From an optimization exercise on the open Yosys and OpenROAD flow, aimed at small area and a short achievable clock period; shortcuts taken in it are not production practice.
Function was checked by simulation only, so behaviour that the tests miss may differ from the original.
The clock port is modelled as an ideal driver; clocking choices that lean on that would not hold on a real chip.

==> flow/design.v, too long to show whole: its modules and the start of the top module <==
// module mac_top: 1537 lines
module mac_top #(
   parameter int A_WIDTH = 18,
   parameter int B_WIDTH = 18,
   parameter int P_WIDTH = 48
) (
   input  logic                      clk,
   input  logic                      rst_n,
   input  logic signed [A_WIDTH-1:0] data_a,
   input  logic signed [B_WIDTH-1:0] data_b,
   input  mac_pkg::mac_op_e          op,
   input  logic                      activate_mac,
   output logic signed [P_WIDTH-1:0] data_p,
   output logic                      p_valid
);
  // ...
==> flow/flow/run.sh <==
#!/bin/bash
# The standard layout, with two changes in how it is made:
# - Yosys's synth runs without its early ABC pass (-noabc), so the full
#   adders it extracts keep their polarity (no inverters between them);
# - the port buffers are the smallest buffer (buf_1) instead of the
#   default clkdlybuf4s50_1; every port is still buffered.
export SYNTH_ARGS="-noabc"
export BUFFER_PORTS_ARGS="-buffer_cell sky130_fd_sc_hd__buf_1"
bash standard.sh > standard.log 2>&1
==> flow/standard.sh <==
#!/bin/bash
# synth_recipe.tcl (not shown) runs the flow's synth.tcl, then flattens the netlist and writes it again
# the make line also repeats each setting of config.mk as NAME=value (left out here)
make -C /OpenROAD-flow-scripts/flow DESIGN_CONFIG=/design/flow/config.mk WORK_HOME=/design/flow/orfs CLKGATE_MAP_FILE= SYNTH_SCRIPT=/design/flow/synth_recipe.tcl "${@:-finish}"
==> flow/config.mk <==
export PLATFORM = sky130hd
export DESIGN_NAME = mac_top
export DESIGN_NICKNAME = mac_top
export VERILOG_FILES = /design/flow/design.v
export SDC_FILE = /design/flow/constraint.sdc
export NUM_CORES = 4
export LEC_CHECK = 0
export ABC_AREA = 1
export CAP_MARGIN = 20
export CORE_MARGIN = 2
export CORE_UTILIZATION = 40
export SETUP_SLACK_MARGIN = 5
export SLEW_MARGIN = 20
==> flow/constraint.sdc <==
create_clock -name core_clock -period 10.0 [get_ports {clk}]
set_input_delay 2.0000 -clock core_clock [delete_from_list [all_inputs] [get_ports {clk}]]
set_output_delay 2.0000 -clock core_clock [all_outputs]
set_load 0.01 [all_outputs]
==> out/qor.yml, run 1 <==
clock_network:
  cts_tree: "done"
  clock_latency_ps: 370
  cts-root-buf: "clkbuf_16"
  h-tree-depth: 3
  hold_buffers: 0
final_layout:
  inverters: 181
  clk_share_pct: 1.93
  reg.largest.list: "p_q x48, a_q x18"
  sh_seq_area_pct: 15.5
  final_util_pct: 54.1
  num-multi-input-gates: 841
  fill_cells: 2409
yosys:
  yosys_warnings: 1
  synth_cell_types: 34
  synth_top_family_by_area: "adder cells"
  synthCells: 1171
  syn_nets: 1463
  synth_xor_area_share_pct: 15.6
routing:
  wl_per_cell_um: 19.1
  routed_wl_mm: 34.3
setup_path:
  endpoint: "p_q[46]"
  critPathBufInv: 2
  path_class: "flop to flop"
floorplanning:
  core-area_mm2: 0.0279
  die_x_um: 173
  taps: 378
status:
  status: "complete, no violations"
sta:
  finalSetupViolations: 0
  setup_tns_ps: 0
  min_period_over_period_pct: 56.4
hold_path:
  whs_endpoint: "pv_q"
placed_design:
  place_area_mm2: 0.0122
  dp.cells: 1582
grt:
  grt_start_max_net_pins: 70
==> inputs of run 2 (changes only) <==
==> flow/flow/run.sh (replaced) <==
#!/bin/bash
# The standard layout, with these changes in how it is made:
# - Yosys's synth runs without its early ABC pass (-noabc), so the full
#   adders it extracts keep their polarity (no inverters between them);
# - the port buffers are the smallest buffer (buf_1) instead of the
#   default clkdlybuf4s50_1; every port is still buffered;
# - after CTS, flow/pq_clock_delay.tcl puts delay chains in front of the
#   result register's clock (useful skew for the register-to-register
#   multiply-add paths).
export SYNTH_ARGS="-noabc"
export BUFFER_PORTS_ARGS="-buffer_cell sky130_fd_sc_hd__buf_1"
export POST_CTS_TCL="$PWD/flow/pq_clock_delay.tcl"
export PQ_DLY_CELL=sky130_fd_sc_hd__clkdlybuf4s50_1
export PQ_DLY_STAGES=2
export PQ_BUF_CELL=sky130_fd_sc_hd__clkbuf_8
bash standard.sh > standard.log 2>&1
==> flow/flow/pq_clock_delay.tcl (new file) <==
# Post-CTS hook: the result register p_q gets its clock through a short
# delay chain below each clock-tree leaf that drives it, so its clock
# arrives later than the operand registers'. This is useful skew for the
# operand -> result paths (the long multiply-add paths); the result
# register's own feedback path sees about the same delay at both ends.
# The later repair steps (global route) see and repair the new timing.
set block [ord::get_db_block]
set db [ord::get_db]
set dmaster [$db findMaster $::env(PQ_DLY_CELL)]
set bmaster [$db findMaster $::env(PQ_BUF_CELL)]
set nst $::env(PQ_DLY_STAGES)
set groups [dict create]
set n 0
foreach inst [$block getInsts] {
  if {[regexp {^p_q} [$inst getName]] && [string match sky130_fd_sc_hd__df* [[$inst getMaster] getName]]} {
    set net [[$inst findITerm CLK] getNet]
    dict lappend groups [$net getName] $inst
    incr n
  }
}
if {$n != 48} { error "pq_clock_delay: expected 48 result flops, found $n" }
set g 0
dict for {netname flops} $groups {
  set net [$block findNet $netname]
  set sx 0; set sy 0
  foreach f $flops {
    set bb [$f getBBox]
    set sx [expr {$sx + [$bb xMin]}]; set sy [expr {$sy + [$bb yMin]}]
  }
  set cx [expr {int($sx / [llength $flops])}]
  set cy [expr {int($sy / [llength $flops])}]
  set prev $net
  set masters {}
  for {set k 0} {$k < $nst} {incr k} { lappend masters $dmaster }
  lappend masters $bmaster
  set k 0
  foreach m $masters {
    set inst [odb::dbInst_create $block $m "pq_clkdly_${g}_$k"]
    set out [odb::dbNet_create $block "pq_clk_${g}_$k"]
    $out setSigType CLOCK
    [$inst findITerm A] connect $prev
    [$inst findITerm X] connect $out
    $inst setLocation $cx $cy
    $inst setPlacementStatus PLACED
    set prev $out
    incr k
  }
  foreach f $flops {
    set it [$f findITerm CLK]
    $it disconnect
    $it connect $prev
  }
  puts "pq_clock_delay: group $g under $netname: [llength $flops] flops"
  incr g
}
global_connect
detailed_placement
check_placement -verbose
estimate_parasitics -placement
report_clock_skew
==> run 2 against run 1 <==
Now fails the layout checks on negative hold slack. Sequential cell count stayed put. First-iteration DRC count shrank 21%. Utilization is 2.2 points lower. Critical path type unchanged.
==> out/qor.yml, run 2 <==
status:
  status: "complete, but fails checks"  # was complete, no violations
  so.violations: "negative hold slack"
setup_path:
  cpPeakStageDelay_ps: 580  # was 570 ps
  cp_data_required_time_ps: 11390  # was 10300 ps
  worstReg2RegStart: "two_q[2]"  # was one_q[4]
  path_class: "flop to flop"  # unchanged
  rr_worst_depth: 25  # was 23
  ff2ff_setup_slack_ps: 5480  # was 4360 ps
  cp_max_fo: 8  # was 5
  arrival_ps: 5910  # was 5940 ps
  cp-start-kind: "flop"  # unchanged
  slowest_stage: "fa_1"  # unchanged
  r2r-end: "p_q[46]"  # unchanged
  cp-end-kind: "flop"  # unchanged
hold_path:
  min_path_cells: 4  # was 0
  hp-start: "neg_q[0]"  # was v_q
  hold_class: "flop to flop"  # unchanged
  whs_endpoint: "p_q[1]"  # was pv_q
sta:
  min_period_over_period_pct: 45.2  # was 56.4%
  slew_headroom_pct: 36.2  # was 35.6%
  skew_ps: 1170  # was 16.2 ps
  min_period_ps: 4520  # was 5640 ps
  setup_tns_ps: 0  # unchanged
  finalSetupViolations: 0  # unchanged
  drv_slew: 0  # unchanged
  rsz0062_at_grt: "false"  # was true
  finalHoldViolations: 1  # was 0
  max_freq_ghz: 0.221  # was 0.177 GHz
  worstMarginPinSlew_ps: 957  # was 966 ps
  hold_slack_ps: -21.4  # was 353 ps
yosys:
  synth_area_leader_cell: "fa_1"  # unchanged
  ys.flop_type: "dfrtp_1"  # unchanged
  synthCells: 1171  # unchanged
  synth_common_cells: "xor2_1, fa_1, o22ai_1"  # unchanged
  syn_nets: 1463  # unchanged
  syn_area_per_cell_um2: 9.76  # unchanged
  syn_area_mm2: 0.0114  # unchanged
  synthTopCellsByArea: "fa_1, dfrtp_1, xor2_1, ha_1, o22ai_1"  # unchanged
  ys_ff_latch: 97  # unchanged
  synth_cell_types: 34  # unchanged
  synthArstFlopShare_pct: 71.1  # unchanged
  synth.most_common_cell: "xor2_1"  # unchanged
  synth-edff-count: 0  # unchanged
  yosys_warnings: 1  # unchanged
  ys_seq_area_share_pct: 20.0  # unchanged
  synth_top_area_share_pct: 29.4  # unchanged
floorplanning:
  io_pins: 90  # unchanged
  die_x_um: 173  # unchanged
  die_y_um: 173  # unchanged
  core-area_mm2: 0.0279  # unchanged
  num_rows: 61  # unchanged
  initial_core_util_pct: 40.9  # unchanged
  die_area_mm2: 0.0299  # unchanged
routing:
  via_per_inst: 5.33  # was 5.42
  antenna_left: 0  # unchanged
  wl_per_cell_um: 18.2  # was 19.1 um
  wl_met2_mm: 15.8  # was 16.6 mm
  drc_errors: 0  # unchanged
  dr_total_vias: 9438  # was 9708
  wl_met1_mm: 12.9  # was 13.4 mm
  dr.pass1.iters: 5  # unchanged
  routed_wl_mm: 32.3  # was 34.3 mm
  drt_iter0_markers: 813  # was 1035
  top_layer_used: "met4"  # unchanged
  wl_met3_mm: 2.32  # was 2.61 mm
final_layout:
  num_antenna_cells: 0  # unchanged
  final_cell_mix: "xor2_1, buf_4, o22ai_1"  # was xor2_1, buf_4, inv_1
  drive_gt1_share_pct: 25.4  # was 33.8%
  final_common_cell: "xor2_1"  # unchanged
  syn2layout_area_growth_pct: 26.8  # was 32.1%
  largest_reg_flops: 48  # unchanged
  fill_cells: 2502  # was 2409
  reg.largest.list: "p_q x48, a_q x18"  # unchanged
  final_nets: 1681  # was 1701
  top_register: "p_q"  # unchanged
grt:
  grt_start_max_net_pins: 70  # unchanged
  antenna_found_initial: 0  # unchanged
  overflow: 0  # unchanged
  grt_pass1_vias: 9770  # was 9553
  grt_pass1_wl_mm: 51.1  # was 50.5 mm
  grt_usage_pct: 21.7  # was 21.4%
clock_network:
  clock_latency_ps: 1510  # was 370 ps
  clk_pin_slew_ps: 70  # about the same
  clock-sinks: 97  # unchanged
  cts_tree: "done"  # unchanged
run:
  maxCapViolations: 0  # unchanged
placed_design:
  globalplace.congestion: 0.908  # unchanged
  port_buffers: 89  # unchanged
  hpwl_mm: 21.1  # unchanged
==> run 2: cells by family (layout without fill, tap and decap cells) <==
| group | after synthesis | in the layout | synth area share, % |
|---|---|---|---|
| buf+inv | 233 | 456 | 7.78 |
| simple gates | 180 | 180 | 6.59 |
| xor+xnor | 203 | 203 | 15.6 |
| compound gates | 207 | 207 | 11.5 |
| flops | 97 | 97 | 20.0 |
| fa+ha+maj | 251 | 251 | 38.5 |
==> run 2: worst max-delay path by stage <==
| stage | start | end | slack, ps | depth (start not counted) |
|---|---|---|---|---|
| finish | two_q[2] | p_q[46] | 5480 | 25 |
| detailed placement | neg_q[4] | p_q[47] | 3650 | 23 |
| global placement | neg_q[4] | p_q[42] | 3730 | 22 |
| floorplan | two_q[7] | p_q[46] | 4600 | 26 |
| global route | a_q[7] | p_q[46] | 5170 | 25 |
==> run 2: layer usage <==
| layer | global-route usage [%] | vias to the layer above |
|---|---|---|
| met5 | 0 | - |
| met4 | 9.96 | 0 |
| met3 | 3.54 | 91 |
| met2 | 35.7 | 422 |
| met1 | 28.0 | 4692 |
| li1 | - | 4233 |
==> run 2: worst max-delay path, delay by kind of cell, from the launching register on <==
family	cells	cell delay, ps
buffers and inverters	3	220
xor gates and xnor gates	1	240
adders and majority gates	8	3470
DFF	1	400
AOI/OAI and AO/OA	3	490
and+or+nand+nor	10	730
==> run 2: area by class of cell, without the clock buffers <==
cell class              instances  area [um^2]  area share, %
well taps                     378          473           3.26
repair inverters                2         13.8         0.0950
flip-flops and latches         97         2330           16.1
repair buffers                246         1640           11.3
inverters                     174          846           5.84
clock inverters                 4         33.8          0.233
plain buffers                  18          203           1.40
multi-input cells             841         8680           59.9
==> run 2: metrics by stage <==
step | util (%) | instances | area (um^2) | setup slack [ps]
floorplan | - | 1171 | 11800 | 4600
global placement | 43.7 | 1582 | 12200 | 3730
detailed placement | 43.7 | 1582 | 12200 | 3650
global route | 51.9 | 1772 | 14500 | 5170
finish | 51.9 | 1772 | 14500 | 5480
==> inputs of run 3 (changes only) <==
--- a/flow/flow/run.sh
+++ b/flow/flow/run.sh
@@ -10,7 +10,6 @@
 export SYNTH_ARGS="-noabc"
 export BUFFER_PORTS_ARGS="-buffer_cell sky130_fd_sc_hd__buf_1"
 export POST_CTS_TCL="$PWD/flow/pq_clock_delay.tcl"
-export PQ_DLY_CELL=sky130_fd_sc_hd__clkdlybuf4s50_1
-export PQ_DLY_STAGES=2
+export PQ_DLY_CELLS="sky130_fd_sc_hd__clkdlybuf4s50_1 sky130_fd_sc_hd__clkdlybuf4s50_1 sky130_fd_sc_hd__clkdlybuf4s25_1"
 export PQ_BUF_CELL=sky130_fd_sc_hd__clkbuf_8
 bash standard.sh > standard.log 2>&1
--- a/flow/flow/pq_clock_delay.tcl
+++ b/flow/flow/pq_clock_delay.tcl
@@ -6,9 +6,9 @@
 # The later repair steps (global route) see and repair the new timing.
 set block [ord::get_db_block]
 set db [ord::get_db]
-set dmaster [$db findMaster $::env(PQ_DLY_CELL)]
-set bmaster [$db findMaster $::env(PQ_BUF_CELL)]
-set nst $::env(PQ_DLY_STAGES)
+set chain {}
+foreach c $::env(PQ_DLY_CELLS) { lappend chain [$db findMaster $c] }
+lappend chain [$db findMaster $::env(PQ_BUF_CELL)]
 set groups [dict create]
 set n 0
 foreach inst [$block getInsts] {
@@ -30,11 +30,8 @@
   set cx [expr {int($sx / [llength $flops])}]
   set cy [expr {int($sy / [llength $flops])}]
   set prev $net
-  set masters {}
-  for {set k 0} {$k < $nst} {incr k} { lappend masters $dmaster }
-  lappend masters $bmaster
   set k 0
-  foreach m $masters {
+  foreach m $chain {
     set inst [odb::dbInst_create $block $m "pq_clkdly_${g}_$k"]
     set out [odb::dbNet_create $block "pq_clk_${g}_$k"]
     $out setSigType CLOCK
==> run 3 against run 2 <==
Via count fell by 0.19%. Die area did not move. Cell area rose by 0.76%. Critical endpoint unchanged. Routed wire length barely moved. Cell count rose by 0.62%. The layout still fails its checks (negative hold slack).
==> out/qor.yml, run 3 <==
sta:
  min_period_over_period_pct: 47.1  # was 45.2%
  worstMarginPinSlew_ps: 961  # was 957 ps
  finalHoldViolations: 2  # was 1
  drv_slew: 0  # unchanged
  setup_tns_ps: 0  # unchanged
  max_freq_ghz: 0.212  # was 0.221 GHz
  worst_slack_ps: 5290  # was 5480 ps
  slew_headroom_pct: 35.9  # was 36.2%
  finalSetupViolations: 0  # unchanged
  hold_slack_ps: -21.0  # was -21.4 ps
  min_period_ps: 4710  # was 4520 ps
  skew_ps: 1410  # was 1170 ps
  rsz0062_at_grt: "false"  # unchanged
yosys:
  synth-edff-count: 0  # unchanged
  synth_area_leader_cell: "fa_1"  # unchanged
  synth.most_common_cell: "xor2_1"  # unchanged
  syn_area_mm2: 0.0114  # unchanged
  synthTopCellsByArea: "fa_1, dfrtp_1, xor2_1, ha_1, o22ai_1"  # unchanged
  yosys_warnings: 1  # unchanged
  syn_nets: 1463  # unchanged
  synth_cell_types: 34  # unchanged
  syn_area_per_cell_um2: 9.76  # unchanged
  synthArstFlopShare_pct: 71.1  # unchanged
  ys_seq_area_share_pct: 20.0  # unchanged
  ys.flop_type: "dfrtp_1"  # unchanged
  synthCells: 1171  # unchanged
  ys_ff_latch: 97  # unchanged
  synth_top_area_share_pct: 29.4  # unchanged
  synth_common_cells: "xor2_1, fa_1, o22ai_1"  # unchanged
final_layout:
  largest_reg_flops: 48  # unchanged
  final_nets: 1692  # was 1681
  final-seq-area_mm2: 0.00233  # unchanged
  drive_gt1_share_pct: 25.2  # was 25.4%
  reg.largest.list: "p_q x48, a_q x18"  # unchanged
  finalInstanceArea_mm2: 0.0146  # was 0.0145 mm^2
  num_antenna_cells: 0  # unchanged
  syn2layout_area_growth_pct: 27.7  # was 26.8%
  final_common_cell: "xor2_1"  # unchanged
  fill_cells: 2487  # was 2502
  top_register: "p_q"  # unchanged
  final_cell_mix: "xor2_1, buf_4, o22ai_1"  # unchanged
  multi_input_area_mm2: 0.00868  # unchanged
setup_path:
  r2r-end: "p_q[46]"  # unchanged
  rr_worst_depth: 25  # unchanged
  cp-end-kind: "flop"  # unchanged
  ff2ff_setup_slack_ps: 5290  # was 5480 ps
  path_class: "flop to flop"  # unchanged
  cp_data_required_time_ps: 11640  # was 11390 ps
  endpoint: "p_q[46]"  # unchanged
  cp-start-kind: "flop"  # unchanged
  cp_max_fo: 20  # was 8
  arrival_ps: 6350  # was 5910 ps
  cp-startpoint: "neg_q[0]"  # was two_q[2]
  worstReg2RegStart: "neg_q[0]"  # was two_q[2]
routing:
  antenna_left: 0  # unchanged
  routed_wl_mm: 32.3  # about the same
  dr_total_vias: 9420  # was 9438
  via_per_inst: 5.28  # was 5.33
  wl_per_cell_um: 18.1  # was 18.2 um
  dr.pass1.iters: 5  # unchanged
  drc_errors: 0  # unchanged
  drt_iter0_markers: 837  # was 813
grt:
  grt_pass1_vias: 9860  # was 9770
  antenna_found_initial: 0  # unchanged
  overflow: 0  # unchanged
  grt_usage_pct: 21.7  # about the same
  grt_pass1_wl_mm: 51.3  # was 51.1 mm
  grt_start_max_net_pins: 70  # unchanged
floorplanning:
  initial_core_util_pct: 40.9  # unchanged
  die_area_mm2: 0.0299  # unchanged
  core-area_mm2: 0.0279  # unchanged
  num_rows: 61  # unchanged
  io_pins: 90  # unchanged
  die_x_um: 173  # unchanged
  die_y_um: 173  # unchanged
clock_network:
  clock-sinks: 97  # unchanged
  clock_latency_ps: 1750  # was 1510 ps
  clk_pin_slew_ps: 90  # was 70 ps
  cts_tree: "done"  # unchanged
placed_design:
  port_buffers: 89  # unchanged
  pre_cts_ws_ps: 3650  # unchanged
  globalplace.congestion: 0.908  # unchanged
  place_area_mm2: 0.0122  # unchanged
  hpwl_mm: 21.1  # unchanged
status:
  so.violations: "negative hold slack"  # unchanged
  status: "complete, but fails checks"  # unchanged
run:
  maxCapViolations: 0  # unchanged
hold_path:
  hold_class: "flop to flop"  # unchanged
-- run 3: changes by cell type in the layout (fill, tap and decap cells not counted), sizes merged --
cell,change
clkdlybuf4s25,+6
dlygate4sd3,+5
-- run 3: area by class of cell, without the clock buffers --
| type | count | area share, % |
|---|---|---|
| tap | 378 | 3.24 |
| inverter | 174 | 5.79 |
| multi-input combinational | 841 | 59.5 |
| sequential | 97 | 16.0 |
| timing repair buffer | 251 | 11.6 |
| clock inverter | 4 | 0.231 |
| timing repair inverter | 2 | 0.0943 |
| buffer | 24 | 1.80 |
-- run 3: through the flow --
step	utilization, %	instances
floorplan	-	1171
global placement	43.7	1582
detailed placement	43.7	1582
global route	52.3	1783
finish	52.3	1783
-- run 3: cells by family (layout without fill, tap and decap cells) --
group | Yosys count | count (layout) | synth area share [%]
adder cells (fa/ha/maj) | 251 | 251 | 38.5
flip-flops | 97 | 97 | 20.0
XOR/XNOR | 203 | 203 | 15.6
buffers and inverters | 233 | 467 | 7.78
AO/OA/AOI/OAI | 207 | 207 | 11.5
AND/OR/NAND/NOR | 180 | 180 | 6.59
-- run 3: worst min path at each step --
stage / endpoint / startpoint / cells after the start
2_1_floorplan: pv_q / v_q / 0
6_report: p_q[4] / neg_q[2] / 5
3_3_place_gp: pv_q / v_q / 0
3_5_place_dp: pv_q / v_q / 0
5_1_grt: p_q[6] / neg_q[3] / 5
-- run 3: worst max-delay path, stage by stage (launching register included) --
cell	delay [ps]
dfxtp_1	300
dlygate4sd3_1	530
buf_4	330
xor2_2	150
fa_2	380
fa_1	510
fa_2	380
fa_1	560
fa_1	430
fa_1	500
ha_1	310
nand2_2	90
inv_1	40
nand2_1	90
nand2_1	60
nand2_1	90
nand2_1	70
a21oi_2	170
nand2_4	90
nand2_2	60
nand2_2	50
nand2_1	70
nand2_2	60
a21oi_2	160
fa_1	420
inv_1	60
-- run 3: per-layer routing --
| metal | vias up | global-route usage, % | wire (um) | part of all wire [%] |
|---|---|---|---|---|
| li1 | 4266 | - | - | - |
| met1 | 4698 | 27.9 | 13000 | 40 |
| met2 | 376 | 35.8 | 15900 | 49 |
| met3 | 80 | 3.78 | 2190 | 6.8 |
| met4 | 0 | 10.2 | 1230 | 3.8 |
| met5 | - | 0 | 0 | 0 |
==> inputs of run 4 (changes only) <==
--- a/flow/flow/run.sh
+++ b/flow/flow/run.sh
@@ -11,5 +11,6 @@
 export BUFFER_PORTS_ARGS="-buffer_cell sky130_fd_sc_hd__buf_1"
 export POST_CTS_TCL="$PWD/flow/pq_clock_delay.tcl"
 export PQ_DLY_CELLS="sky130_fd_sc_hd__clkdlybuf4s50_1 sky130_fd_sc_hd__clkdlybuf4s50_1 sky130_fd_sc_hd__clkdlybuf4s25_1"
+export PQ_SKIP_BITS=8
 export PQ_BUF_CELL=sky130_fd_sc_hd__clkbuf_8
 bash standard.sh > standard.log 2>&1
--- a/flow/flow/pq_clock_delay.tcl
+++ b/flow/flow/pq_clock_delay.tcl
@@ -3,6 +3,7 @@
 # arrives later than the operand registers'. This is useful skew for the
 # operand -> result paths (the long multiply-add paths); the result
 # register's own feedback path sees about the same delay at both ends.
+# The low bits (below PQ_SKIP_BITS) keep the undelayed clock.
 # The later repair steps (global route) see and repair the new timing.
 set block [ord::get_db_block]
 set db [ord::get_db]
@@ -12,10 +13,13 @@
 set groups [dict create]
 set n 0
 foreach inst [$block getInsts] {
-  if {[regexp {^p_q} [$inst getName]] && [string match sky130_fd_sc_hd__df* [[$inst getMaster] getName]]} {
+  if {[regexp {^p_q\\?\[([0-9]+)} [$inst getName]] && [string match sky130_fd_sc_hd__df* [[$inst getMaster] getName]]} {
+    incr n
+    regexp {^p_q\\?\[([0-9]+)} [$inst getName] -> bit
+    # the low result bits have short paths and ample setup slack: no delay
+    if {$bit < $::env(PQ_SKIP_BITS)} { continue }
     set net [[$inst findITerm CLK] getNet]
     dict lappend groups [$net getName] $inst
-    incr n
   }
 }
 if {$n != 48} { error "pq_clock_delay: expected 48 result flops, found $n" }
--- a/flow/config.mk
+++ b/flow/config.mk
@@ -9,5 +9,6 @@
 export CAP_MARGIN = 20
 export CORE_MARGIN = 2
 export CORE_UTILIZATION = 40
+export HOLD_SLACK_MARGIN = 0.05
 export SETUP_SLACK_MARGIN = 5
 export SLEW_MARGIN = 20
==> run 4 against run 3 <==
Still fails the layout checks on negative hold slack. Synthesized area unchanged. Sequential cell count stayed put. Utilization shrank 0.26 points. Cell count fell by 0.39%. Register-to-register slack better by 440 ps. Clock skew rose by 0.51 ps. Die area is the same. Hold slack got worse by 40 ps. Critical path type is now flop to output pin.
==> out/qor.yml, run 4 <==
sta:
  hold_slack_ps: -60.8  # was -21.0 ps
  min_period_over_period_pct: 43.0  # was 47.1%
  finalSetupViolations: 0  # unchanged
  worstMarginPinSlew_ps: 956  # was 961 ps
  min_period_ps: 4300  # was 4710 ps
  max_freq_ghz: 0.232  # was 0.212 GHz
  rsz0062_at_grt: "false"  # unchanged
  drv_slew: 0  # unchanged
  skew_ps: 1410  # about the same
  slew_headroom_pct: 36.3  # was 35.9%
  finalHoldViolations: 2  # unchanged
  setup_tns_ps: 0  # unchanged
yosys:
  synth_area_leader_cell: "fa_1"  # unchanged
  ys_ff_latch: 97  # unchanged
  syn_area_per_cell_um2: 9.76  # unchanged
  synth.most_common_cell: "xor2_1"  # unchanged
  synthArstFlopShare_pct: 71.1  # unchanged
  synth_common_cells: "xor2_1, fa_1, o22ai_1"  # unchanged
  synth_cell_types: 34  # unchanged
  syn_nets: 1463  # unchanged
  synth-edff-count: 0  # unchanged
  ys_seq_area_share_pct: 20.0  # unchanged
  syn_area_mm2: 0.0114  # unchanged
  synth_top_area_share_pct: 29.4  # unchanged
  yosys_warnings: 1  # unchanged
  synthCells: 1171  # unchanged
  ys.flop_type: "dfrtp_1"  # unchanged
  synthTopCellsByArea: "fa_1, dfrtp_1, xor2_1, ha_1, o22ai_1"  # unchanged
routing:
  dr_total_vias: 9373  # was 9420
  wl_per_cell_um: 18.0  # was 18.1 um
  drc_errors: 0  # unchanged
  dr.pass1.iters: 5  # unchanged
  via_per_inst: 5.28  # about the same
  routed_wl_mm: 32.0  # was 32.3 mm
  drt_iter0_markers: 794  # was 837
  antenna_left: 0  # unchanged
clock_network:
  clk_pin_slew_ps: 90  # about the same
  clock-sinks: 97  # unchanged
  cts_tree: "done"  # unchanged
  clock_latency_ps: 1760  # was 1750 ps
placed_design:
  place_area_mm2: 0.0122  # unchanged
  hpwl_mm: 21.1  # unchanged
  port_buffers: 89  # unchanged
  globalplace.congestion: 0.908  # unchanged
  dp.cells: 1582  # unchanged
final_layout:
  largest_reg_flops: 48  # unchanged
  final_common_cell: "xor2_1"  # unchanged
  num_antenna_cells: 0  # unchanged
  final_nets: 1685  # was 1692
  finalInstanceArea_mm2: 0.0145  # was 0.0146 mm^2
  final_cell_mix: "xor2_1, buf_4, o22ai_1"  # unchanged
  syn2layout_area_growth_pct: 27.1  # was 27.7%
  reg.largest.list: "p_q x48, a_q x18"  # unchanged
  drive_gt1_share_pct: 25.3  # was 25.2%
  stdcell_count: 1776  # was 1783
  top_register: "p_q"  # unchanged
grt:
  grt_pass1_vias: 9803  # was 9860
  grt_start_max_net_pins: 70  # unchanged
  overflow: 0  # unchanged
  grt_usage_pct: 21.6  # was 21.7%
  antenna_found_initial: 0  # unchanged
  grt_pass1_wl_mm: 51.0  # was 51.3 mm
run:
  maxCapViolations: 0  # unchanged
floorplanning:
  die_area_mm2: 0.0299  # unchanged
  core-area_mm2: 0.0279  # unchanged
  io_pins: 90  # unchanged
  die_x_um: 173  # unchanged
  die_y_um: 173  # unchanged
  initial_core_util_pct: 40.9  # unchanged
  num_rows: 61  # unchanged
setup_path:
  cp-startpoint: "p_q[21]"  # was neg_q[0]
  r2r-end: "p_q[46]"  # unchanged
  cp-start-kind: "flop"  # unchanged
  endpoint: "data_p[21]"  # was p_q[46]
  slowest_stage: "dfrtp_1"  # was fa_1
  arrival_ps: 2300  # was 6350 ps
  worstReg2RegStart: "two_q[1]"  # was neg_q[0]
  cp.depth: 1  # was 25
  critPathBufInv: 1  # was 4
  cpPeakStageDelay_ps: 370  # was 560 ps
  cp-end-kind: "output pin"  # was flop
  path_class: "flop to output pin"  # was flop to flop
  rr_worst_depth: 26  # was 25
  ff2ff_setup_slack_ps: 5730  # was 5290 ps
  crit_family: "flip-flops"  # was adder cells
  cp_max_fo: 2  # was 20
  cp_data_required_time_ps: 8000  # was 11640 ps
  path_cells: "buf_1"
status:
  so.violations: "negative hold slack"  # unchanged
  status: "complete, but fails checks"  # unchanged
hold_path:
  hold_class: "flop to flop"  # unchanged
==> run 4: cell counts after synthesis <==
No cell type changed its count.
==> run 4: worst min path at each step <==
stage | start | endpoint | cells after the start
2_1_floorplan | v_q | pv_q | 0
3_3_place_gp | v_q | pv_q | 0
3_5_place_dp | v_q | pv_q | 0
5_1_grt | p_q[3] | p_q[16] | 10
6_report | p_q[3] | p_q[16] | 10
==> run 4: metal layers <==
metal  part of all wire (%)  global-route usage (%)  wire length, um
met3                    6.9                    3.47             2210
met5                      0                       0                0
met4                    3.9                    10.1             1250
met1                     40                    27.8            12900
met2                     49                    35.8            15700
==> run 4: per-stage QoR <==
step / hold WS (ps) / setup WS (ps) / utilization [%]
6_report: -60.8 / 5700 / 52.0
5_1_grt: 50.9 / 5440 / 52.0
3_5_place_dp: 336 / 3650 / 43.7
3_3_place_gp: 343 / 3730 / 43.7
2_1_floorplan: 331 / 4600 / -
==> run 4: kinds of logic (layout without fill, tap and decap cells) <==
group / count (synthesis) / count (layout) / synth area share [%]
adders and majority gates: 251 / 251 / 38.5
buffers and inverters: 233 / 460 / 7.78
AOI/OAI and AO/OA: 207 / 207 / 11.5
xor gates and xnor gates: 203 / 203 / 15.6
and+or+nand+nor: 180 / 180 / 6.59
DFF: 97 / 97 / 20.0
==> run 4: area by class of cell, without the clock buffers <==
class / count / area (um^2)
Buffer: 20 / 219
Clock inverter: 4 / 33.8
Fill cell: 2515 / 13400
Inverter: 174 / 846
Multi-Input combinational cell: 841 / 8680
Sequential cell: 97 / 2330
Tap cell: 378 / 473
Timing Repair Buffer: 248 / 1660
Timing Repair inverter: 2 / 13.8
==> inputs of run 5 (changes only) <==
--- a/flow/config.mk
+++ b/flow/config.mk
@@ -9,6 +9,6 @@
 export CAP_MARGIN = 20
 export CORE_MARGIN = 2
 export CORE_UTILIZATION = 40
-export HOLD_SLACK_MARGIN = 0.05
+export HOLD_SLACK_MARGIN = 0.2
 export SETUP_SLACK_MARGIN = 5
 export SLEW_MARGIN = 20
==> run 5 against run 4 <==
Now clean on timing, DRC and antenna. Die area unchanged. Routed wire length up 0.27%. Register-to-register slack got worse by 350 ps. First-iteration DRC count increased by 3.1%.
==> out/qor.yml, run 5 <==
final_layout:
  fill_cells: 2512  # was 2515
  num_antenna_cells: 0  # unchanged
  final_nets: 1689  # was 1685
  reg.largest.list: "p_q x48, a_q x18"  # unchanged
  syn2layout_area_growth_pct: 27.4  # was 27.1%
  final_common_cell: "xor2_1"  # unchanged
  drive_gt1_share_pct: 25.2  # was 25.3%
  top_register: "p_q"  # unchanged
  final_cell_mix: "xor2_1, buf_4, o22ai_1"  # unchanged
  final_util_pct: 52.1  # was 52.0%
  largest_reg_flops: 48  # unchanged
sta:
  finalHoldViolations: 0  # was 2
  slew_headroom_pct: 36.2  # was 36.3%
  min_period_ps: 4620  # was 4300 ps
  worstMarginPinSlew_ps: 957  # was 956 ps
  skew_ps: 1410  # about the same
  max_freq_ghz: 0.216  # was 0.232 GHz
  hold_slack_ps: 176  # was -60.8 ps
  setup_tns_ps: 0  # unchanged
  finalSetupViolations: 0  # unchanged
  min_period_over_period_pct: 46.2  # was 43.0%
  drv_slew: 0  # unchanged
  rsz0062_at_grt: "false"  # unchanged
yosys:
  ys_seq_area_share_pct: 20.0  # unchanged
  synth_compound_area_share_pct: 11.5  # unchanged
  synth_common_cells: "xor2_1, fa_1, o22ai_1"  # unchanged
  synth-edff-count: 0  # unchanged
  ys.flop_type: "dfrtp_1"  # unchanged
  synthTopCellsByArea: "fa_1, dfrtp_1, xor2_1, ha_1, o22ai_1"  # unchanged
  synthArstFlopShare_pct: 71.1  # unchanged
  synth_cell_types: 34  # unchanged
  muxShareOfSynthArea_pct: 0  # unchanged
  synth_area_leader_cell: "fa_1"  # unchanged
  synth_xor_area_share_pct: 15.6  # unchanged
  synth_top_family_by_area: "adder cells"  # unchanged
  syn_nets: 1463  # unchanged
  ys_ff_latch: 97  # unchanged
  syn_area_per_cell_um2: 9.76  # unchanged
  synthCells: 1171  # unchanged
  synthSimpleGateAreaFrac_pct: 6.59  # unchanged
  synth.most_common_cell: "xor2_1"  # unchanged
  synth_fa_ha_area_share_pct: 38.5  # unchanged
  yosys_warnings: 1  # unchanged
  synth_top_area_share_pct: 29.4  # unchanged
  syn_area_mm2: 0.0114  # unchanged
status:
  status: "complete, no violations"  # was complete, but fails checks
clock_network:
  cts_tree: "done"  # unchanged
  clk_pin_slew_ps: 90  # about the same
  clock-sinks: 97  # unchanged
  clock_latency_ps: 1760  # about the same
routing:
  wl_per_cell_um: 18.0  # about the same
  dr.pass1.iters: 5  # unchanged
  drc_errors: 0  # unchanged
  drt_iter0_markers: 819  # was 794
  via_per_inst: 5.31  # was 5.28
  routed_wl_mm: 32.1  # was 32.0 mm
  dr_total_vias: 9460  # was 9373
  antenna_left: 0  # unchanged
floorplanning:
  die_x_um: 173  # unchanged
  die_area_mm2: 0.0299  # unchanged
  num_rows: 61  # unchanged
  initial_core_util_pct: 40.9  # unchanged
  die_y_um: 173  # unchanged
  core-area_mm2: 0.0279  # unchanged
  io_pins: 90  # unchanged
setup_path:
  path_class: "flop to flop"  # was flop to output pin
  cp-end-kind: "flop"  # was output pin
  cp_max_fo: 4  # was 2
  arrival_ps: 6260  # was 2300 ps
  cp_data_required_time_ps: 11640  # was 8000 ps
  cp-start-kind: "flop"  # unchanged
grt:
  grt_start_max_net_pins: 70  # unchanged
  overflow: 0  # unchanged
  antenna_found_initial: 0  # unchanged
  grt_pass1_vias: 9803  # unchanged
  grt_usage_pct: 21.6  # unchanged
  grt_pass1_wl_mm: 51.0  # unchanged
run:
  maxCapViolations: 0  # unchanged
placed_design:
  hpwl_mm: 21.1  # unchanged
  globalplace.congestion: 0.908  # unchanged
  port_buffers: 89  # unchanged
hold_path:
  hold_class: "flop to flop"  # unchanged
## run 5: cell count changes in the layout (fill, tap and decap cells not counted), sizes merged
cell         previous run  this run
dlygate4sd3             6        10
## run 5: area by class of cell, without the clock buffers
cell class                      instances  area (um^2)  area share (%)
Buffer                                 20          219            1.50
Clock inverter                          4         33.8           0.232
Inverter                              174          846            5.81
Multi-Input combinational cell        841         8680            59.6
Sequential cell                        97         2330            16.0
Tap cell                              378          473            3.25
Timing Repair Buffer                  252         1700            11.7
Timing Repair inverter                  2         13.8          0.0945
## run 5: cell families (layout without fill, tap and decap cells)
logic type,Yosys count,after routing
AO/OA/AOI/OAI,207,207
XOR/XNOR,203,203
adder cells (fa/ha/maj),251,251
buffers and inverters,233,464
flip-flops,97,97
AND/OR/NAND/NOR,180,180
## run 5: metrics by stage
step	cells	area, um^2	setup slack [ps]
2_1_floorplan	1171	11800	4600
3_3_place_gp	1582	12200	3730
3_5_place_dp	1582	12200	3650
5_1_grt	1780	14600	5140
6_report	1780	14600	5380
## run 5: worst paths after layout
| kind | from | to | slack, ps | cells after the start |
|---|---|---|---|---|
| worst max-delay path | one_q[1] | p_q[22] | 5380 | 23 |
| worst min register to register | neg_q[8] | p_q[35] | 180 | 6 |
| worst min-delay path | neg_q[8] | p_q[35] | 180 | 6 |
| worst max register to register | one_q[1] | p_q[22] | 5380 | 23 |
| min in group asynchronous | rst_n | p_q[35] | 400 | 1 |
| max in group asynchronous | rst_n | one_q[1] | 7520 | 1 |
## run 5: metal layers
metal,share of wire [%],GRT usage (%)
met1,40,27.8
met2,49,35.8
met3,6.4,3.47
met4,4.0,10.1
met5,0,0
## run 5: worst max-delay path, stage by stage (launching register included)
cell	delay, ps
dfrtp_2	400
buf_4	130
nand2_1	50
ha_1	270
inv_1	60
fa_2	370
fa_2	350
fa_2	370
fa_2	550
ha_1	230
ha_1	320
nand2_1	70
nand2_1	50
dlygate4sd3_1	560
a21oi_1	150
nand2_2	80
dlygate4sd3_1	620
nand2_2	110
nand2_4	90
buf_4	160
nand2_1	70
nand3_2	80
a31o_2	220
fa_2	530
==> inputs of run 6 (changes only) <==
--- a/flow/flow/run.sh
+++ b/flow/flow/run.sh
@@ -10,7 +10,7 @@
 export SYNTH_ARGS="-noabc"
 export BUFFER_PORTS_ARGS="-buffer_cell sky130_fd_sc_hd__buf_1"
 export POST_CTS_TCL="$PWD/flow/pq_clock_delay.tcl"
-export PQ_DLY_CELLS="sky130_fd_sc_hd__clkdlybuf4s50_1 sky130_fd_sc_hd__clkdlybuf4s50_1 sky130_fd_sc_hd__clkdlybuf4s25_1"
+export PQ_DLY_CELLS="sky130_fd_sc_hd__clkdlybuf4s50_1 sky130_fd_sc_hd__clkdlybuf4s50_1"
 export PQ_SKIP_BITS=8
 export PQ_BUF_CELL=sky130_fd_sc_hd__clkbuf_8
 bash standard.sh > standard.log 2>&1
--- a/flow/config.mk
+++ b/flow/config.mk
@@ -9,6 +9,5 @@
 export CAP_MARGIN = 20
 export CORE_MARGIN = 2
 export CORE_UTILIZATION = 40
-export HOLD_SLACK_MARGIN = 0.2
-export SETUP_SLACK_MARGIN = 5
+export HOLD_SLACK_MARGIN = 0.05
 export SLEW_MARGIN = 20
==> run 6 against run 5 <==
Still clean on timing, DRC and antenna. Cell area decreased by 14%. Hold slack got worse by 140 ps. Synthesized cell count unchanged. Register-to-register slack got worse by 850 ps. Critical endpoint is now p_q[43]. Global-route usage is 2.8 points lower.
==> out/qor.yml, run 6 <==
floorplanning:
  num_rows: 61  # unchanged
  io_pins: 90  # unchanged
  initial_core_util_pct: 40.9  # unchanged
  die_area_mm2: 0.0299  # unchanged
  core-area_mm2: 0.0279  # unchanged
  die_x_um: 173  # unchanged
  die_y_um: 173  # unchanged
setup_path:
  cpMostUsedCell: "fa_1"  # was fa_2
  path_cells: "clkinv_1 -> xor2_1 -> fa_1 -> fa_1 -> fa_1 -> fa_1 -> fa_1 -> fa_1 -> ha_1 -> nand2_1 -> nor2_1 -> nand2_1 -> nor2_1 -> nand2_4 -> nand2_4 -> nand2_2 -> nand2_2 -> inv_2 -> o21a_1 -> fa_1 -> xnor2_1"  # was buf_4 -> nand2_1 -> ha_1 -> inv_1 -> fa_2 -> fa_2 -> fa_2 -> fa_2 -> ha_1 -> ha_1 -> nand2_1 -> nand2_1 -> dlygate4sd3_1 -> a21oi_1 -> nand2_2 -> dlygate4sd3_1 -> nand2_2 -> nand2_4 -> buf_4 -> nand2_1 -> nand3_2 -> a31o_2 -> fa_2
  cpPeakStageDelay_ps: 920  # was 620 ps
  cp-start-kind: "flop"  # unchanged
  cp_data_required_time_ps: 11370  # was 11640 ps
  cp_max_fo: 15  # was 4
  slowest_stage: "dfxtp_1"  # was dlygate4sd3_1
  path_class: "flop to flop"  # unchanged
  cp-end-kind: "flop"  # unchanged
  arrival_ps: 6840  # was 6260 ps
sta:
  skew_ps: 1120  # was 1410 ps
  finalSetupViolations: 0  # unchanged
  worstMarginPinSlew_ps: 968  # was 957 ps
  min_period_over_period_pct: 54.7  # was 46.2%
  min_period_ps: 5470  # was 4620 ps
  drv_slew: 0  # unchanged
  rsz0062_at_grt: "false"  # unchanged
  setup_tns_ps: 0  # unchanged
  max_freq_ghz: 0.183  # was 0.216 GHz
  hold_slack_ps: 32.6  # was 176 ps
  worst_slack_ps: 4530  # was 5380 ps
  slew_headroom_pct: 35.4  # was 36.2%
  finalHoldViolations: 0  # unchanged
run:
  maxCapViolations: 0  # unchanged
clock_network:
  clock_latency_ps: 1480  # was 1760 ps
  cts_tree: "done"  # unchanged
  clock-sinks: 97  # unchanged
  clk_pin_slew_ps: 90  # about the same
final_layout:
  final_common_cell: "xor2_1"  # unchanged
  stdcell_count: 1616  # was 1780
  num_antenna_cells: 0  # unchanged
  largest_reg_flops: 48  # unchanged
  final_nets: 1525  # was 1689
  syn2layout_area_growth_pct: 9.80  # was 27.4%
  reg.largest.list: "p_q x48, a_q x18"  # unchanged
  final_cell_mix: "xor2_1, fa_1, o22ai_1"  # was xor2_1, buf_4, o22ai_1
  drive_gt1_share_pct: 4.28  # was 25.2%
  top_register: "p_q"  # unchanged
yosys:
  synth-edff-count: 0  # unchanged
  synthTopCellsByArea: "fa_1, dfrtp_1, xor2_1, ha_1, o22ai_1"  # unchanged
  synthCells: 1171  # unchanged
  synthSimpleGateAreaFrac_pct: 6.59  # unchanged
  syn_area_mm2: 0.0114  # unchanged
  synth_common_cells: "xor2_1, fa_1, o22ai_1"  # unchanged
  synth_top_area_share_pct: 29.4  # unchanged
  ys_ff_latch: 97  # unchanged
  yosys_warnings: 1  # unchanged
  synthArstFlopShare_pct: 71.1  # unchanged
  ys_seq_area_share_pct: 20.0  # unchanged
  synth_top_family_by_area: "adder cells"  # unchanged
  synth.most_common_cell: "xor2_1"  # unchanged
  synth_cell_types: 34  # unchanged
  ys.flop_type: "dfrtp_1"  # unchanged
  synth_fa_ha_area_share_pct: 38.5  # unchanged
  synth_compound_area_share_pct: 11.5  # unchanged
  syn_area_per_cell_um2: 9.76  # unchanged
  muxShareOfSynthArea_pct: 0  # unchanged
  synth_area_leader_cell: "fa_1"  # unchanged
  synth_xor_area_share_pct: 15.6  # unchanged
  syn_nets: 1463  # unchanged
routing:
  drt_iter0_markers: 556  # was 819
  via_per_inst: 5.17  # was 5.31
  routed_wl_mm: 27.4  # was 32.1 mm
  antenna_left: 0  # unchanged
  wl_per_cell_um: 17.0  # was 18.0 um
  dr.pass1.iters: 5  # unchanged
  dr_total_vias: 8360  # was 9460
  drc_errors: 0  # unchanged
placed_design:
  pre_cts_ws_ps: 3450  # was 3650 ps
  dp.cells: 1582  # unchanged
  hpwl_mm: 20.7  # was 21.1 mm
  globalplace.congestion: 0.875  # was 0.908
  port_buffers: 89  # unchanged
grt:
  overflow: 0  # unchanged
  antenna_found_initial: 0  # unchanged
  grt_pass1_wl_mm: 45.0  # was 51.0 mm
  grt_usage_pct: 18.9  # was 21.6%
  grt_pass1_vias: 8566  # was 9803
  grt_start_max_net_pins: 70  # unchanged
status:
  status: "complete, no violations"  # unchanged
hold_path:
  hold_class: "flop to flop"  # unchanged
-- run 6: cell counts after synthesis --
Identical to the previous run, type by type.
-- run 6: worst max-delay path, delay by kind of cell, from the launching register on --
family / cells / cell delay [ps]
adder cells (fa/ha/maj): 8 / 3430
flip-flops: 1 / 920
AND/OR/NAND/NOR: 8 / 900
buffers and inverters: 2 / 540
XOR/XNOR: 2 / 480
AO/OA/AOI/OAI: 1 / 180
-- run 6: path summary, 6_finish.rpt --
check                          from      end  slack (ps)  cells past startpoint
max                        neg_q[7]  p_q[43]        4530                     21
max reg2reg                neg_q[7]  p_q[43]        4530                     21
min in group asynchronous     rst_n  p_q[38]         670                      1
min                          p_q[7]   p_q[9]          30                      6
min reg2reg                  p_q[7]   p_q[9]          30                      6
max in group asynchronous     rst_n   p_q[4]        7600                      1
-- run 6: final cells by class, without the clock buffers --
type | count | area [um^2]
Timing Repair Buffer | 95 | 390
Fill cell | 2759 | 15400
Multi-Input combinational cell | 841 | 8260
Tap cell | 378 | 473
Buffer | 15 | 169
Sequential cell | 97 | 2290
Inverter | 174 | 653
Clock inverter | 6 | 68.8
-- run 6: logic make-up after synthesis --
kind of cell | count (synthesis)
DFF | 97
buffers and inverters | 233
and+or+nand+nor | 180
adders and majority gates | 251
AOI/OAI and AO/OA | 207
xor gates and xnor gates | 203
-- run 6: stage by stage --
| stage | utilization (%) | instance area (um^2) |
|---|---|---|
| 2_1_floorplan | - | 11400 |
| 3_3_place_gp | 43.1 | 12000 |
| 3_5_place_dp | 43.1 | 12000 |
| 5_1_grt | 44.9 | 12500 |
| 6_report | 44.9 | 12500 |
-- run 6: per-layer routing --
layer  track usage [%]  up-vias  routed length, um
li1                  -     3924                  -
met1              25.7     4161              12100
met2              30.6      230              13300
met3              2.75       45               1270
met4              7.10        0                744
met5                 0        -                  0
==> inputs of run 7 (changes only) <==
--- a/flow/config.mk
+++ b/flow/config.mk
@@ -10,4 +10,5 @@
 export CORE_MARGIN = 2
 export CORE_UTILIZATION = 40
 export HOLD_SLACK_MARGIN = 0.05
+export SETUP_SLACK_MARGIN = 5
 export SLEW_MARGIN = 20
==> run 7 against run 6 <==
Global-route usage rose by 2.7 points. Still clean. Die area did not move. Largest cell class unchanged. Via count rose by 12%. Critical path depth rose by 4.
==> out/qor.yml, run 7 <==
yosys:
  ys_ff_latch: 97  # unchanged
  synthArstFlopShare_pct: 71.1  # unchanged
  synth.most_common_cell: "xor2_1"  # unchanged
  synth_common_cells: "xor2_1, fa_1, o22ai_1"  # unchanged
  synth_cell_types: 34  # unchanged
  synthCells: 1171  # unchanged
  ys_seq_area_share_pct: 20.0  # unchanged
  synth_area_leader_cell: "fa_1"  # unchanged
  synth-edff-count: 0  # unchanged
  ys.flop_type: "dfrtp_1"  # unchanged
  yosys_warnings: 1  # unchanged
  synth_top_area_share_pct: 29.4  # unchanged
  synthTopCellsByArea: "fa_1, dfrtp_1, xor2_1, ha_1, o22ai_1"  # unchanged
  syn_area_per_cell_um2: 9.76  # unchanged
  syn_nets: 1463  # unchanged
  syn_area_mm2: 0.0114  # unchanged
hold_path:
  hold_class: "flop to flop"  # unchanged
  whs_endpoint: "p_q[9]"  # unchanged
  min_path_cells: 10  # was 6
  hp-start: "p_q[5]"  # was p_q[7]
setup_path:
  arrival_ps: 5900  # was 6840 ps
  rr_worst_depth: 25  # was 21
  cp-start-kind: "flop"  # unchanged
  path_class: "flop to flop"  # unchanged
  cp_data_required_time_ps: 11390  # was 11370 ps
  ff2ff_setup_slack_ps: 5490  # was 4530 ps
  worstReg2RegStart: "two_q[3]"  # was neg_q[7]
  cp_max_fo: 10  # was 15
  r2r-end: "p_q[46]"  # was p_q[43]
  cp-end-kind: "flop"  # unchanged
sta:
  finalHoldViolations: 0  # unchanged
  finalSetupViolations: 0  # unchanged
  min_period_ps: 4510  # was 5470 ps
  worstMarginPinSlew_ps: 956  # was 968 ps
  setup_tns_ps: 0  # unchanged
  drv_slew: 0  # unchanged
  max_freq_ghz: 0.222  # was 0.183 GHz
  slew_headroom_pct: 36.3  # was 35.4%
  min_period_over_period_pct: 45.1  # was 54.7%
  rsz0062_at_grt: "false"  # unchanged
  skew_ps: 1160  # was 1120 ps
final_layout:
  drive_gt1_share_pct: 25.4  # was 4.28%
  final_cell_mix: "xor2_1, buf_4, o22ai_1"  # was xor2_1, fa_1, o22ai_1
  stdcell_count: 1769  # was 1616
  syn2layout_area_growth_pct: 26.5  # was 9.80%
  top_register: "p_q"  # unchanged
  final_util_pct: 51.7  # was 44.9%
  num_antenna_cells: 0  # unchanged
  largest_reg_flops: 48  # unchanged
  final_nets: 1678  # was 1525
  multi_input_area_mm2: 0.00868  # was 0.00826 mm^2
  final_common_cell: "xor2_1"  # unchanged
  final-seq-area_mm2: 0.00233  # was 0.00229 mm^2
  fill_cells: 2519  # was 2759
  reg.largest.list: "p_q x48, a_q x18"  # unchanged
clock_network:
  clk_pin_slew_ps: 70  # was 90 ps
  clock-sinks: 97  # unchanged
  cts_tree: "done"  # unchanged
  clock_latency_ps: 1510  # was 1480 ps
grt:
  overflow: 0  # unchanged
  antenna_found_initial: 0  # unchanged
  grt_start_max_net_pins: 70  # unchanged
  grt_pass1_wl_mm: 50.9  # was 45.0 mm
  grt_usage_pct: 21.6  # was 18.9%
  grt_pass1_vias: 9747  # was 8566
run:
  maxCapViolations: 0  # unchanged
routing:
  routed_wl_mm: 32.0  # was 27.4 mm
  drc_errors: 0  # unchanged
  antenna_left: 0  # unchanged
  via_per_inst: 5.30  # was 5.17
  dr.pass1.iters: 5  # unchanged
  dr_total_vias: 9383  # was 8360
  drt_iter0_markers: 772  # was 556
  wl_per_cell_um: 18.1  # was 17.0 um
placed_design:
  dp.cells: 1582  # unchanged
  port_buffers: 89  # unchanged
  hpwl_mm: 21.1  # was 20.7 mm
  globalplace.congestion: 0.908  # was 0.875
floorplanning:
  die_y_um: 173  # unchanged
  initial_core_util_pct: 40.9  # unchanged
  die_area_mm2: 0.0299  # unchanged
  core-area_mm2: 0.0279  # unchanged
  io_pins: 90  # unchanged
  num_rows: 61  # unchanged
  die_x_um: 173  # unchanged
status:
  status: "complete, no violations"  # unchanged
-- run 7: cell types whose count changed in the layout (fill, tap and decap cells not counted), sizes merged --
cell         before  now
buf              92  242
bufinv            1    0
clkbuf           15   17
clkinv           45   46
clkinvlp          0    1
dlygate4sd3       3    4
inv             134  133
-- run 7: area by class of cell, without the clock buffers --
type                    instances  area share, %
multi-input cells             841           60.1
flip-flops and latches         97           16.1
repair buffers                246           11.4
inverters                     174           5.85
well taps                     378           3.27
plain buffers                  15           1.17
clock inverters                 4          0.234
repair inverters                2         0.0952
-- run 7: how the worst max path moves through the flow --
stage	start	endpoint	slack (ps)	cells after the start
3_5_place_dp	neg_q[4]	p_q[47]	3650	23
5_1_grt	one_q[2]	p_q[46]	5170	25
2_1_floorplan	two_q[7]	p_q[46]	4600	26
6_report	two_q[3]	p_q[46]	5490	25
3_3_place_gp	neg_q[4]	p_q[42]	3730	22
-- run 7: logic make-up after synthesis --
group | count (synthesis) | synth area share (%)
simple gates | 180 | 6.59
compound gates | 207 | 11.5
xor+xnor | 203 | 15.6
fa+ha+maj | 251 | 38.5
buf+inv | 233 | 7.78
flops | 97 | 20.0
-- run 7: critical path, cell delays in order (launching register included) --
cell and delay [ps]:
dfrtp_1 390, clkinv_4 130, o22ai_2 170, xor2_1 240, fa_2 510, fa_2 370, fa_2 540, fa_2 440
fa_2 350, fa_1 580, ha_1 260, nand2_2 90, inv_1 40, nand2_1 90, nand2_1 60, nand2_1 90
nand2_1 70, a21oi_2 170, nand2_4 90, nand2_2 60, nand2_2 50, nand2_1 70, nand2_2 60, a21oi_2 160
fa_1 420, inv_1 60
-- run 7: layer usage --
layer	global-route usage, %	vias up	share of wire, %
li1	-	4227	-
met1	27.8	4657	40
met2	35.8	405	49
met3	3.45	94	6.7
met4	9.82	0	4.2
met5	0	-	0
-- run 7: through the flow --
step	hold WS, ps	setup slack (ps)	cell area [um^2]
finish	122	5490	14500
global placement	343	3730	12200
detailed placement	336	3650	12200
global route	240	5170	14500
floorplan	331	4600	11800
==> inputs of run 8 (changes only) <==
--- a/flow/flow/run.sh
+++ b/flow/flow/run.sh
@@ -10,7 +10,7 @@
 export SYNTH_ARGS="-noabc"
 export BUFFER_PORTS_ARGS="-buffer_cell sky130_fd_sc_hd__buf_1"
 export POST_CTS_TCL="$PWD/flow/pq_clock_delay.tcl"
-export PQ_DLY_CELLS="sky130_fd_sc_hd__clkdlybuf4s50_1 sky130_fd_sc_hd__clkdlybuf4s50_1"
+export PQ_DLY_CELLS="sky130_fd_sc_hd__clkdlybuf4s50_1 sky130_fd_sc_hd__clkdlybuf4s50_1 sky130_fd_sc_hd__clkdlybuf4s50_1 sky130_fd_sc_hd__clkdlybuf4s25_1"
 export PQ_SKIP_BITS=8
 export PQ_BUF_CELL=sky130_fd_sc_hd__clkbuf_8
 bash standard.sh > standard.log 2>&1
--- a/flow/config.mk
+++ b/flow/config.mk
@@ -10,5 +10,4 @@
 export CORE_MARGIN = 2
 export CORE_UTILIZATION = 40
 export HOLD_SLACK_MARGIN = 0.05
-export SETUP_SLACK_MARGIN = 5
 export SLEW_MARGIN = 20
==> run 8 against run 7 <==
Now fails the layout checks on negative hold slack. First-iteration DRC count fell by 22%. Synthesized cell count did not move. Critical path type unchanged. Largest cell class unchanged. Sequential cell count did not move. Register-to-register slack got worse by 1600 ps. Utilization fell by 4.8 points. Highest routed layer unchanged.
==> out/qor.yml, run 8 <==
final_layout:
  drive_gt1_share_pct: 4.10  # was 25.4%
  num_antenna_cells: 0  # unchanged
  top_register: "p_q"  # unchanged
  largest_reg_flops: 48  # unchanged
  final_common_cell: "xor2_1"  # unchanged
  reg.largest.list: "p_q x48, a_q x18"  # unchanged
  syn2layout_area_growth_pct: 14.7  # was 26.5%
  final_cell_mix: "xor2_1, fa_1, o22ai_1"  # was xor2_1, buf_4, o22ai_1
  fill_cells: 2710  # was 2519
  final_nets: 1581  # was 1678
routing:
  drc_errors: 0  # unchanged
  via_per_inst: 5.16  # was 5.30
  antenna_left: 0  # unchanged
  dr_total_vias: 8633  # was 9383
  wl_per_cell_um: 16.8  # was 18.1 um
  dr.pass1.iters: 5  # unchanged
  drt_iter0_markers: 605  # was 772
  routed_wl_mm: 28.1  # was 32.0 mm
setup_path:
  cp-start-kind: "flop"  # unchanged
  arrival_ps: 8230  # was 5900 ps
  cp_data_required_time_ps: 12090  # was 11390 ps
  cp_max_fo: 20  # was 10
  cp-end-kind: "flop"  # unchanged
  path_class: "flop to flop"  # unchanged
  rr_worst_depth: 23  # was 25
yosys:
  synth_compound_area_share_pct: 11.5  # unchanged
  syn_area_mm2: 0.0114  # unchanged
  synthCells: 1171  # unchanged
  synth_cell_types: 34  # unchanged
  synth.most_common_cell: "xor2_1"  # unchanged
  synth_fa_ha_area_share_pct: 38.5  # unchanged
  muxShareOfSynthArea_pct: 0  # unchanged
  synth_common_cells: "xor2_1, fa_1, o22ai_1"  # unchanged
  synth-edff-count: 0  # unchanged
  ys_seq_area_share_pct: 20.0  # unchanged
  syn_nets: 1463  # unchanged
  syn_area_per_cell_um2: 9.76  # unchanged
  synth_top_family_by_area: "adder cells"  # unchanged
  synth_area_leader_cell: "fa_1"  # unchanged
  ys.flop_type: "dfrtp_1"  # unchanged
  synthTopCellsByArea: "fa_1, dfrtp_1, xor2_1, ha_1, o22ai_1"  # unchanged
  synth_xor_area_share_pct: 15.6  # unchanged
  ys_ff_latch: 97  # unchanged
  yosys_warnings: 1  # unchanged
  synthArstFlopShare_pct: 71.1  # unchanged
  synthSimpleGateAreaFrac_pct: 6.59  # unchanged
  synth_top_area_share_pct: 29.4  # unchanged
clock_network:
  cts_tree: "done"  # unchanged
  clk_pin_slew_ps: 80  # was 70 ps
  clock_latency_ps: 2220  # was 1510 ps
  clock-sinks: 97  # unchanged
floorplanning:
  die_y_um: 173  # unchanged
  num_rows: 61  # unchanged
  die_area_mm2: 0.0299  # unchanged
  io_pins: 90  # unchanged
  initial_core_util_pct: 40.9  # unchanged
  die_x_um: 173  # unchanged
  core-area_mm2: 0.0279  # unchanged
hold_path:
  min_path_cells: 6  # was 10
  hold_class: "flop to flop"  # unchanged
sta:
  min_period_ps: 6130  # was 4510 ps
  finalSetupViolations: 0  # unchanged
  max_freq_ghz: 0.163  # was 0.222 GHz
  slew_headroom_pct: 34.9  # was 36.3%
  min_period_over_period_pct: 61.3  # was 45.1%
  drv_slew: 0  # unchanged
  hold_slack_ps: -29.4  # was 122 ps
  finalHoldViolations: 6  # was 0
  skew_ps: 1860  # was 1160 ps
  setup_tns_ps: 0  # unchanged
  worstMarginPinSlew_ps: 975  # was 956 ps
  rsz0062_at_grt: "false"  # unchanged
grt:
  overflow: 0  # unchanged
  antenna_found_initial: 0  # unchanged
  grt_pass1_vias: 8663  # was 9747
  grt_start_max_net_pins: 70  # unchanged
  grt_usage_pct: 18.9  # was 21.6%
  grt_pass1_wl_mm: 45.2  # was 50.9 mm
status:
  so.violations: "negative hold slack"
  status: "complete, but fails checks"  # was complete, no violations
placed_design:
  globalplace.congestion: 0.875  # was 0.908
  port_buffers: 89  # unchanged
  hpwl_mm: 20.7  # was 21.1 mm
run:
  maxCapViolations: 0  # unchanged
==> run 8: changes by cell type in the layout (fill, tap and decap cells not counted), sizes merged, moves of 2 or more <==
cell           before  now
buf               242   92
clkbuf             17   15
clkdlybuf4s25       0    5
clkdlybuf4s50      10   15
dlygate4sd3         4   49
==> run 8: worst paths after layout <==
path / endpoint / slack, ps / from
setup / recovery: p_q[9] / 3870 / neg_q[1]
hold / removal: p_q[22] / -30 / neg_q[8]
setup reg to reg: p_q[9] / 3870 / neg_q[1]
hold reg to reg: p_q[22] / -30 / neg_q[8]
max in group asynchronous: p_q[4] / 7050 / rst_n
min in group asynchronous: p_q[44] / 480 / rst_n
==> run 8: layout make-up, without the clock buffers <==
| class | count | area (um^2) | share of cell area, % |
|---|---|---|---|
| Buffer | 25 | 269 | 2.05 |
| Inverter | 174 | 653 | 4.98 |
| Timing Repair Buffer | 141 | 851 | 6.49 |
| Tap cell | 378 | 473 | 3.61 |
| Clock inverter | 6 | 68.8 | 0.525 |
| Multi-Input combinational cell | 841 | 8260 | 63.0 |
| Sequential cell | 97 | 2290 | 17.5 |
==> run 8: cell families after synthesis <==
group | after synthesis
adders and majority gates | 251
buffers and inverters | 233
AOI/OAI and AO/OA | 207
xor gates and xnor gates | 203
and+or+nand+nor | 180
DFF | 97
==> run 8: metrics by stage <==
stage | instance area (um^2) | utilization [%] | std cells | setup slack, ps
3_3_place_gp | 12000 | 43.1 | 1582 | 3510
5_1_grt | 13100 | 46.9 | 1672 | 3660
2_1_floorplan | 11400 | - | 1171 | 4330
3_5_place_dp | 12000 | 43.1 | 1582 | 3450
6_report | 13100 | 46.9 | 1672 | 3870
==> run 8: metal layers <==
metal	track usage, %	wire, um
met1	25.7	12100
met3	2.86	1450
met5	0	0
met2	30.6	13800
met4	7.56	703
==> run 8: worst max-delay path: stages (launching register included) <==
cell and delay, ps:
dfxtp_1 290, dlygate4sd3_1 540, buf_4 250, ha_1 320, inv_1 50, fa_1 380
fa_1 400, fa_1 450, fa_1 480, ha_1 210, ha_1 170, dlygate4sd3_1 550
ha_1 270, ha_1 320, nand2_1 100, nor2_1 60, nand3_2 50, dlygate4sd3_1 570
nand2_2 70, dlygate4sd3_1 650, fa_1 380, dlygate4sd3_1 570, xor2_1 150, dlygate4sd3_1 560

==> afterwards: timing with drivers on the ports <==
No port has a modelled driver above. Below, the same layouts with a new extraction and two added sets of constraints. Step 1 assumes that a clkbuf_16 drives the clock port and a buf_2 every other input. Step 2, shift: input delay + t, output delay - t, t = (earliest + latest rising clock arrival at the registers) / 2. This alone moves slack from input paths to output paths. Slacks: ideal ports / drivers / drivers and shift; pairs: ideal ports / drivers.
| run | t (ns) | setup WS [ns] | hold slack, ns | worst setup path at the end | latest minus earliest clock arrival (ns) | slew at the worst register clock pin (ns) |
|---|---|---|---|---|---|---|
| run 1 | 0.415 | 4.364 / 4.364 / 4.364 | 0.353 / 0.353 / 0.353 | register to register | 0.016 / 0.017 | 0.08 / 0.08 |
| run 2 | 0.967 | 5.481 / 5.481 / 5.481 | -0.021 / -0.021 / -0.021 | register to register | 1.170 / 1.171 | 0.09 / 0.09 |
| run 3 | 1.090 | 5.294 / 5.294 / 5.294 | -0.021 / -0.021 / -0.021 | register to register | 1.409 / 1.409 | 0.09 / 0.09 |
| run 4 | 1.103 | 5.695 / 5.651 / 5.729 | -0.061 / -0.061 / -0.061 | register to register | 1.409 / 1.410 | 0.09 / 0.09 |
| run 5 | 1.103 | 5.376 / 5.376 / 5.376 | 0.176 / 0.176 / 0.176 | register to register | 1.412 / 1.412 | 0.09 / 0.09 |
| run 6 | 0.964 | 4.527 / 4.527 / 4.527 | 0.033 / 0.033 / 0.033 | register to register | 1.122 / 1.121 | 0.09 / 0.09 |
| run 7 | 0.978 | 5.492 / 5.492 / 5.492 | 0.122 / 0.122 / 0.122 | register to register | 1.162 / 1.162 | 0.09 / 0.09 |
| run 8 | 1.335 | 3.868 / 3.868 / 3.868 | -0.029 / -0.029 / -0.029 | register to register | 1.864 / 1.864 | 0.09 / 0.09 |
Clock arrivals are far apart in 7 of these runs, so t is only a midpoint there and step 2 fits no single register.
